Background: an optimization exercise with open tools, aiming at small area, a short achievable clock period and few clock cycles per item. Do not read the settings as production practice. At most, simulation tests tie the RTL to the original design; equivalence was not proved. Power figures rest on the tool's default switching activity, not on a simulated workload.

==> flow/design.v (excerpt) <==
module led_matrix_pwm_scanner #(
  parameter int COLUMNS  = lmps_pkg::COLUMNS_DEF,
  parameter int CHANNELS = lmps_pkg::CHANNELS_DEF
) (
  input  logic                              clk,
  input  logic                              rst,
  input  logic                              s_tvalid,
  output logic                              s_tready,
  input  logic [lmps_pkg::IN_DATA_W-1:0]    s_tdata,
  input  logic [lmps_pkg::OP_W-1:0]         s_tuser,
  output logic                              m_tvalid,
  input  logic                              m_tready,
  output logic [lmps_pkg::OUT_DATA_W-1:0]   m_tdata
);
Size: roughly 1700 cells after synthesis, about 750 flip-flops, roughly 64 I/O pins, roughly 28000 um2 of cells after synthesis.
make LEC_CHECK=0 CAP_MARGIN=20 CORE_MARGIN=2 CORE_UTILIZATION=40 SLEW_MARGIN=20 finish   # period 7.0 ns
run.sh (not shown) runs the stock make flow with config.mk's settings and CLKGATE_MAP_FILE= SYNTH_SCRIPT=/design/flow/synth_recipe.tcl, a recipe that flattens the netlist after the stock synthesis.
Change:
--- a/flow/config.mk
+++ b/flow/config.mk
@@ -10,2 +10,4 @@
 export CORE_UTILIZATION = 40
+export SETUP_SLACK_MARGIN = 4.5
 export SLEW_MARGIN = 20
+export TNS_END_PERCENT = 0
What happened: Area after synthesis is unchanged; wire length goes up by 0.94%; hold slack barely changes; die area is unchanged; flip-flop and latch count stays the same; cell area grows by 1.6%; count of clock-buffer cells in the layout is lower by 13; register-to-register slack gains 0.72 ns; setup slack is better by 1.3 ns.
Function was not checked in any run of this note: the RTL went through the layout flow alone.

yarrow:
Another version of the RTL of led_matrix_pwm_scanner (not shown whole).
Size: ~1700 cells after synthesis, about 64 I/O pins, roughly 0.029 mm² of cells after synthesis.
Settings: LEC_CHECK=0, CAP_MARGIN=20, CORE_MARGIN=2, CORE_UTILIZATION=40, CTS_CLUSTER_DIAMETER=100, CTS_CLUSTER_SIZE=30, SETUP_SLACK_MARGIN=4.55, SLEW_MARGIN=20, TNS_END_PERCENT=0; clock period 7.0 ns.
yarrow: PASS, flow complete, no timing, DRC or antenna violations
The inputs of lagoon differ from those of yarrow as listed below.
Settings: a change of SETUP_SLACK_MARGIN from 4.55 to 4.5.
- Relative to yarrow, area used by multi-input combinational logic decreased by about 1.3% in lagoon.
- Compared with yarrow, in lagoon maximum frequency has remained practically unchanged; met2 capacity usage during global routing has decreased; number of placed cells counting well taps has remained practically unchanged.
- In lagoon, the post-layout utilization of the core came out 0.26 points below the value in yarrow.
- Going from yarrow to lagoon, the synthesis-to-layout area growth was found to have gone down by 0.64 points.
- Part of the total power dissipated in sequential elements: lagoon vs yarrow down 0.2 points
- ~same sequential cell area in lagoon and yarrow
- Worst setup slack after placement, lagoon and yarrow, lower one = lagoon.
- Global-route usage: lagoon < yarrow
Function was not checked in any run of this note: the RTL went through the layout flow alone.

led_matrix_pwm_scanner, a different RTL version from the one above (not shown whole).
Size in the first run: about 780 flip-flops, roughly 64 I/O pins.
Settings: LEC_CHECK=0, CAP_MARGIN=20, CORE_MARGIN=2, CORE_UTILIZATION=40, SETUP_SLACK_MARGIN=4.5, SLEW_MARGIN=20, TNS_END_PERCENT=0; clock period 7.0 ns.
The first run went through all stages and came out clean.
Testbench counts at the start, summed over its fixed seeds: cycles 12,016, items 12,000.
==> next run, changes <==
CORE_UTILIZATION = 65   (was 40)
CTS_CLUSTER_DIAMETER = 100   (was unset)
CTS_CLUSTER_SIZE = 30   (was unset)
Result: Critical path depth is higher by 3; total power drops by about 21%; routed wire length falls by about 7%; maximum frequency went down by about 1%; setup slack loses 0.026 ns; final area fell by 6.6%; utilization came out higher by 24 points; first-iteration DRC count increases by about 5.4%; synthesized cell count stays the same; global-route usage is higher by 10 points.
==> next run, changes <==
ABC_CLOCK_PERIOD_IN_PS = 2500   (was unset)
CORE_UTILIZATION = 40   (was 65)
Global-route usage drops by 11 points; via count falls by 0.95%; sequential power hardly moves; total power rises by 1.8%; maximum frequency stays flat; critical path depth came out lower by 3; area after synthesis does not change; synthesized cell count is unchanged; cell area rises by 2.1%; worst setup slack stays flat; die area grows by 61%.

led_matrix_pwm_scanner again, from the RTL that the note above started with.
Settings: LEC_CHECK=0, CAP_MARGIN=20, CORE_MARGIN=2, CORE_UTILIZATION=40, CTS_CLUSTER_DIAMETER=100, CTS_CLUSTER_SIZE=30, SETUP_SLACK_MARGIN=5, SLEW_MARGIN=20, TNS_END_PERCENT=0; clock period 7.0 ns.
The baseline went through all stages and came out clean.
Testbench counts at the start, summed over its fixed seeds: cycles 12,016, items 12,000.
==> next run, changes <==
- SETUP_SLACK_MARGIN: 5 -> 4.3
What happened:
- The new run finished with timing, DRC and antenna clean
- cell count barely changes
- hold slack gains 4.6 ps
- worst setup slack loses 160 ps

The RTL this note starts from:
==> flow/design.v <==
package lmps_pkg;
  localparam int COLUMNS_DEF  = 8;
  localparam int CHANNELS_DEF = 15;
  localparam int PIXELS_DEF   = 5;
  localparam int OP_W       = 2;
  localparam int COORD_W    = 3;
  localparam int BYTE_W     = 8;
  localparam int DRIVE_W    = 15;
  localparam int IN_DATA_W  = 32;
  localparam int OUT_DATA_W = 24;
  localparam logic [3:0] TICK_LAST = 4'd15;
  localparam logic [OP_W-1:0] OP_TICK  = 2'd0;
  localparam logic [OP_W-1:0] OP_WRITE = 2'd1;
  localparam logic [OP_W-1:0] OP_CLEAR = 2'd2;
  localparam logic [OP_W-1:0] OP_NOP   = 2'd3;
  localparam logic [1:0] ACT_NONE  = 2'd0;
  localparam logic [1:0] ACT_SHIFT = 2'd1;
  localparam logic [1:0] ACT_RESET = 2'd2;
endpackage
module lmps_ram #(
  parameter int COLUMNS = 8,
  parameter int PIXELS  = 5,
  parameter int PW      = 15
) (
  input  logic                       clk,
  input  logic                       rst,
  input  logic                       we,
  input  logic [2:0]                 wcol,
  input  logic [2:0]                 wpix,
  input  logic [PW-1:0]              wdata,
  input  logic                       clr,
  input  logic [COLUMNS-1:0]         rsel,
  output logic [PIXELS*PW-1:0]       rdata,
  output logic [PIXELS-1:0]          rvalid
);
  logic [PW-1:0]     mem [COLUMNS][PIXELS];
  logic [PIXELS-1:0] vld [COLUMNS];
  always_ff @(posedge clk) begin
    for (int c = 0; c < COLUMNS; c++) begin
      for (int p = 0; p < PIXELS; p++) begin
        if (we && wcol == 3'(c) && wpix == 3'(p)) begin
          mem[c][p] <= wdata;
        end
      end
    end
  end
  always_ff @(posedge clk) begin
    for (int c = 0; c < COLUMNS; c++) begin
      for (int p = 0; p < PIXELS; p++) begin
        if (rst || clr) begin
          vld[c][p] <= 1'b0;
        end else if (we && wcol == 3'(c) && wpix == 3'(p)) begin
          vld[c][p] <= 1'b1;
        end
      end
    end
  end
  always_comb begin
    rdata  = '0;
    rvalid = '0;
    for (int c = 0; c < COLUMNS; c++) begin
      for (int p = 0; p < PIXELS; p++) begin
        rdata[p*PW +: PW] = rdata[p*PW +: PW] | (mem[c][p] & {PW{rsel[c]}});
      end
      rvalid = rvalid | (vld[c] & {PIXELS{rsel[c]}});
    end
  end
endmodule
module lmps_enc (
  input  logic [7:0] s,
  output logic [4:0] code
);
  logic lo;
  logic hi;
  assign lo   = (s[7:4] == 4'd0);
  assign hi   = (s[7:4] == 4'd1) && (s[3:0] <= 4'd13);
  assign code = hi ? {1'b1, s[3:0] + 4'd1} :
                lo ? {1'b0, s[3:0]} : 5'd0;
endmodule
module lmps_seq (
  input  logic [4:0] code,
  input  logic [3:0] t,
  output logic       on_hold,
  output logic       on_tick
);
  logic [3:0] w;
  logic       lt;
  logic       eq;
  assign w  = code[3:0];
  assign eq = (t == w);
  assign lt = (!t[3] && w[3]) || ((t[3] == w[3]) &&
              ((!t[2] && w[2]) || ((t[2] == w[2]) &&
              ((!t[1] && w[1]) || ((t[1] == w[1]) &&
              (!t[0] && w[0]))))));
  assign on_tick = code[4] ^ lt;
  assign on_hold = code[4] ^ (lt || eq);
endmodule
module led_matrix_pwm_scanner #(
  parameter int COLUMNS  = lmps_pkg::COLUMNS_DEF,
  parameter int CHANNELS = lmps_pkg::CHANNELS_DEF
) (
  input  logic                              clk,
  input  logic                              rst,
  input  logic                              s_tvalid,
  output logic                              s_tready,
  input  logic [lmps_pkg::IN_DATA_W-1:0]    s_tdata,
  input  logic [lmps_pkg::OP_W-1:0]         s_tuser,
  output logic                              m_tvalid,
  input  logic                              m_tready,
  output logic [lmps_pkg::OUT_DATA_W-1:0]   m_tdata
);
  localparam int PIXELS = lmps_pkg::PIXELS_DEF;
  localparam int PW     = 15;
  localparam int RW     = lmps_pkg::DRIVE_W + 2;
  logic              in_rdy;
  logic              cmd_v;
  logic [1:0]        cmd_op;
  logic [2:0]        cmd_col;
  logic [2:0]        cmd_row;
  logic [PW-1:0]     cmd_pix;
  logic [PW-1:0]     in_pix;
  logic [3:0]        tick_pos;
  logic [COLUMNS-1:0] col_oh;
  logic [PIXELS*PW-1:0] snap;
  logic [PIXELS-1:0] snap_vld;
  logic [RW-1:0]     out_d;
  logic              rdy_int;
  logic              sk_v;
  logic [1:0]        sk_act;
  logic              exec;
  logic              is_tick;
  logic              reload;
  logic              do_write;
  logic              do_clear;
  logic [PIXELS*PW-1:0] col_data;
  logic [PIXELS-1:0] col_vld;
  logic [CHANNELS-1:0] drive;
  logic [1:0]        action;
  logic              cmd_v_nx;
  logic              sk_v_nx;
  assign s_tready = in_rdy;
  assign m_tdata  = {7'b0000000, out_d};
  assign rdy_int  = !(cmd_v && sk_v);
  assign exec     = cmd_v && !sk_v;
  assign is_tick  = exec && (cmd_op == lmps_pkg::OP_TICK);
  assign reload   = is_tick && (tick_pos == lmps_pkg::TICK_LAST);
  assign do_write = exec && (cmd_op == lmps_pkg::OP_WRITE);
  assign do_clear = exec && (cmd_op == lmps_pkg::OP_CLEAR);
  lmps_enc u_enc_b (.s(s_tdata[21:14]), .code(in_pix[4:0]));
  lmps_enc u_enc_r (.s(s_tdata[13:6]),  .code(in_pix[9:5]));
  lmps_enc u_enc_g (.s(s_tdata[29:22]), .code(in_pix[14:10]));
  lmps_ram #(
    .COLUMNS (COLUMNS),
    .PIXELS  (PIXELS),
    .PW      (PW)
  ) u_frame (
    .clk    (clk),
    .rst    (rst),
    .we     (do_write),
    .wcol   (cmd_col),
    .wpix   (cmd_row),
    .wdata  (cmd_pix),
    .clr    (do_clear),
    .rsel   (col_oh),
    .rdata  (col_data),
    .rvalid (col_vld)
  );
  for (genvar k = 0; k < CHANNELS; k++) begin : g_drive
    logic [4:0] fc;
    logic       on_hold;
    logic       on_tick;
    assign fc = col_data[5*k +: 5];
    lmps_seq u_cmp (
      .code    (snap[5*k +: 5]),
      .t       (tick_pos),
      .on_hold (on_hold),
      .on_tick (on_tick)
    );
    assign drive[k] = reload  ? (col_vld[k/3] && !fc[4] && (fc[3:0] != 4'd0)) :
                      is_tick ? (snap_vld[k/3] && on_tick)
                              : (snap_vld[k/3] && on_hold);
  end
  assign action = !reload   ? lmps_pkg::ACT_NONE :
                  col_oh[COLUMNS-1] ? lmps_pkg::ACT_RESET : lmps_pkg::ACT_SHIFT;
  assign cmd_v_nx = rdy_int ? s_tvalid : (cmd_v && !exec);
  assign sk_v_nx  = (!m_tvalid || m_tready) ? 1'b0 : (sk_v || exec);
  always_ff @(posedge clk) begin
    if (rst) begin
      cmd_v  <= 1'b0;
      in_rdy <= 1'b1;
    end else begin
      cmd_v  <= cmd_v_nx;
      in_rdy <= !(cmd_v_nx && sk_v_nx);
    end
  end
  always_ff @(posedge clk) begin
    if (rdy_int) begin
      cmd_op  <= s_tuser;
      cmd_col <= s_tdata[2:0];
      cmd_row <= s_tdata[5:3];
      cmd_pix <= in_pix;
    end
  end
  always_ff @(posedge clk) begin
    if (rst) begin
      tick_pos <= '0;
      col_oh   <= COLUMNS'(1);
      snap_vld <= '0;
    end else if (is_tick) begin
      tick_pos <= reload ? 4'd1 : tick_pos + 4'd1;
      if (reload) begin
        col_oh   <= {col_oh[COLUMNS-2:0], col_oh[COLUMNS-1]};
        snap_vld <= col_vld;
      end
    end
  end
  always_ff @(posedge clk) begin
    if (reload) begin
      snap <= col_data;
    end
  end
  always_ff @(posedge clk) begin
    if (rst) begin
      m_tvalid <= 1'b0;
      sk_v     <= 1'b0;
    end else begin
      m_tvalid <= (m_tvalid && !m_tready) || sk_v || exec;
      sk_v     <= sk_v_nx;
    end
  end
  always_ff @(posedge clk) begin
    if (rst) begin
      out_d <= '0;
    end else if (!m_tvalid || m_tready) begin
      out_d <= {sk_v ? sk_act : action, drive};
    end
    if (exec) begin
      sk_act <= action;
    end
  end
endmodule
==> flow/config.mk <==
export PLATFORM = sky130hd
export DESIGN_NAME = led_matrix_pwm_scanner
export DESIGN_NICKNAME = led_matrix_pwm_scanner
export VERILOG_FILES = /design/flow/design.v
export SDC_FILE = /design/flow/constraint.sdc
export NUM_CORES = 4
export LEC_CHECK = 0
export CAP_MARGIN = 20
export CORE_MARGIN = 2
export CORE_UTILIZATION = 40
export CTS_CLUSTER_DIAMETER = 100
export CTS_CLUSTER_SIZE = 30
export SETUP_SLACK_MARGIN = 4.85
export SLEW_MARGIN = 20
export TNS_END_PERCENT = 0
==> flow/constraint.sdc <==
create_clock -name core_clock -period 7.0 [get_ports {clk}]
set_input_delay 1.4000 -clock core_clock [delete_from_list [all_inputs] [get_ports {clk}]]
set_output_delay 1.4000 -clock core_clock [all_outputs]
set_load 0.01 [all_outputs]
The first run ran to the end with violations: antenna rules.
Testbench counts at the start, summed over its fixed seeds: cycles 12,016, items 12,000.
==> next run, changes <==
- CTS_CLUSTER_SIZE: 30 -> 26
- SETUP_SLACK_MARGIN: 4.85 -> 4.5
Effect:
- Now the flow produced a clean layout
- synthesized cell count stays the same
- sequential power stays flat
- final area barely changes
- setup slack got worse by 0.064 ns
- global-route usage climbs by 0.71 points
- first-iteration DRC count came out lower by 3.3%
==> next run, changes <==
- CTS_CLUSTER_DIAMETER: 100 -> 70
- CTS_CLUSTER_SIZE: 26 -> 45
- SETUP_SLACK_MARGIN: 4.5 -> 4.75
After rerunning:
- worst setup slack improved by 0.12 ns
- first-iteration DRC count goes up by a little under a tenth
- worst hold slack stays flat
- cell count is higher slightly
- synthesized area is unchanged
- total power climbs by a few percent
- register-to-register slack gains 0.11 ns
==> next run, changes <==
- CTS_CLUSTER_DIAMETER: 70 -> 100
- CTS_CLUSTER_SIZE: 45 -> 30
Result: Via count stays flat; sequential power is about the same; non-clock buffer count fell by 12; area after synthesis stays the same; cell area fell by 1.8%; core utilization decreases by 0.83 points; setup slack degrades by 0.052 ns; wire length decreases by 0.89%; global-route usage drops by 0.20 points; count of clock-buffer cells in the layout is higher by 10.
==> next run, changes <==
- CORE_UTILIZATION: 40 -> 45
Result:
- wire length grows by 1.9%
- total power stays flat
- combinational power hardly moves
- clock power is about the same
- sequential cell count is unchanged
- global-route usage rises by 2.6 points
- setup slack is worse by 0.020 ns
- via count rose by 0.69%

RTL: the design.v shown in full above, as it stands there.
make LEC_CHECK=0 CAP_MARGIN=20 CORE_MARGIN=2 CORE_UTILIZATION=40 CTS_CLUSTER_DIAMETER=150 CTS_CLUSTER_SIZE=30 SETUP_SLACK_MARGIN=4.75 SLEW_MARGIN=20 TNS_END_PERCENT=0 finish   # period 7.0 ns
Testbench counts at the start, summed over its fixed seeds: cycles 12,016, items 12,000.
Change:
CTS_CLUSTER_DIAMETER = 100   (was 150)
SETUP_SLACK_MARGIN = 4.6   (was 4.75)
Effect: Utilization climbs by 0.20 points. Clock skew climbs by 7.0 ps. Power is about the same. Non-clock buffer count climbs by 14. Final cell count climbs by 0.49%.
Change:
SETUP_SLACK_MARGIN = 4.5   (was 4.6)
After rerunning: Total power stays flat; combinational power is lower by about 4%; clock-buffer cell count is unchanged; register-to-register slack degrades by 120 ps; cell count fell by 0.46%; global-route usage hardly moves; via count fell by 0.33%; sequential share of layout area came out higher by 0.49 points; area after synthesis is unchanged; core utilization shrinks by 0.32 points.
Change:
SETUP_SLACK_MARGIN = 5.0   (was 4.5)
After rerunning: Setup slack improves by 55 ps; sequential power hardly moves; design area came out higher by about 2%; routed wire length climbs by about 0.9%; first-iteration DRC count rises by 5.8%; worst hold slack hardly moves; clock skew decreases by 4.9 ps; total power barely changes; synthesized cell count stays the same; die area is unchanged; via count goes up by about 0.57%.

## afterwards: timing with drivers on the ports
No port has a modelled driver above. Below, the same layouts with a new extraction and two added sets of constraints.
Step 1: set_driving_cell puts a clkbuf_16 on clk and a buf_2 on each other input, an assumption about the parent block.
Step 2 moves the port delays by t, midway between the first and last clock arrival at a register: inputs arrive t later, outputs are due t later. That takes back most of the time a late clock gives input paths.
Three values: ideal, step 1, step 2; two values: the first two.
run	t (ns)	setup slack, ns	worst hold slack (ns)	worst register clock-pin slew, ns	cell pins on the clock port's net
the first run of note 1	0.659	2.355 / 2.393 / 1.734	0.467 / 0.467 / 0.467	0.06 / 0.06	1
the second run of note 1	0.663	3.612 / 3.642 / 2.979	0.465 / 0.465 / 0.465	0.06 / 0.06	1
yarrow	0.689	4.250 / 4.186 / 3.829	0.475 / 0.475 / 0.475	0.12 / 0.12	1
lagoon	0.690	4.242 / 4.179 / 3.806	0.476 / 0.476 / 0.476	0.12 / 0.12	1
the first run of note 3	0.666	4.364 / 4.302 / 3.799	0.468 / 0.468 / 0.468	0.07 / 0.07	1
the second run of note 3	0.675	4.338 / 4.293 / 3.784	0.481 / 0.481 / 0.481	0.12 / 0.12	1
the third run of note 3	0.684	4.339 / 4.276 / 3.741	0.479 / 0.479 / 0.479	0.12 / 0.12	1
the first run of note 4	0.682	4.233 / 4.172 / 3.793	0.478 / 0.478 / 0.478	0.12 / 0.12	1
the second run of note 4	0.694	4.076 / 4.014 / 3.601	0.483 / 0.483 / 0.483	0.12 / 0.12	1
the first run of note 5	0.678	4.465 / 4.404 / 3.965	0.479 / 0.479 / 0.479	0.12 / 0.12	1
the second run of note 5	0.636	4.401 / 4.340 / 3.833	0.476 / 0.476 / 0.476	0.10 / 0.10	1
the third run of note 5	0.648	4.519 / 4.458 / 4.008	0.477 / 0.477 / 0.477	0.12 / 0.12	1
the fourth run of note 5	0.678	4.467 / 4.407 / 3.926	0.481 / 0.481 / 0.481	0.12 / 0.12	1
the fifth run of note 5	0.681	4.447 / 4.388 / 3.941	0.479 / 0.479 / 0.479	0.11 / 0.11	1
the first run of note 6	0.680	4.469 / 4.409 / 3.882	0.480 / 0.480 / 0.480	0.12 / 0.12	1
the second run of note 6	0.677	4.452 / 4.391 / 3.870	0.479 / 0.479 / 0.479	0.12 / 0.12	1
the third run of note 6	0.679	4.412 / 4.351 / 3.839	0.478 / 0.478 / 0.478	0.12 / 0.12	1
the fourth run of note 6	0.673	4.467 / 4.408 / 3.916	0.477 / 0.477 / 0.477	0.12 / 0.12	1
For the second run of note 1, which loses most, drivers alone change the setup slack by +0.030 ns; drivers and shift together by -0.633 ns.
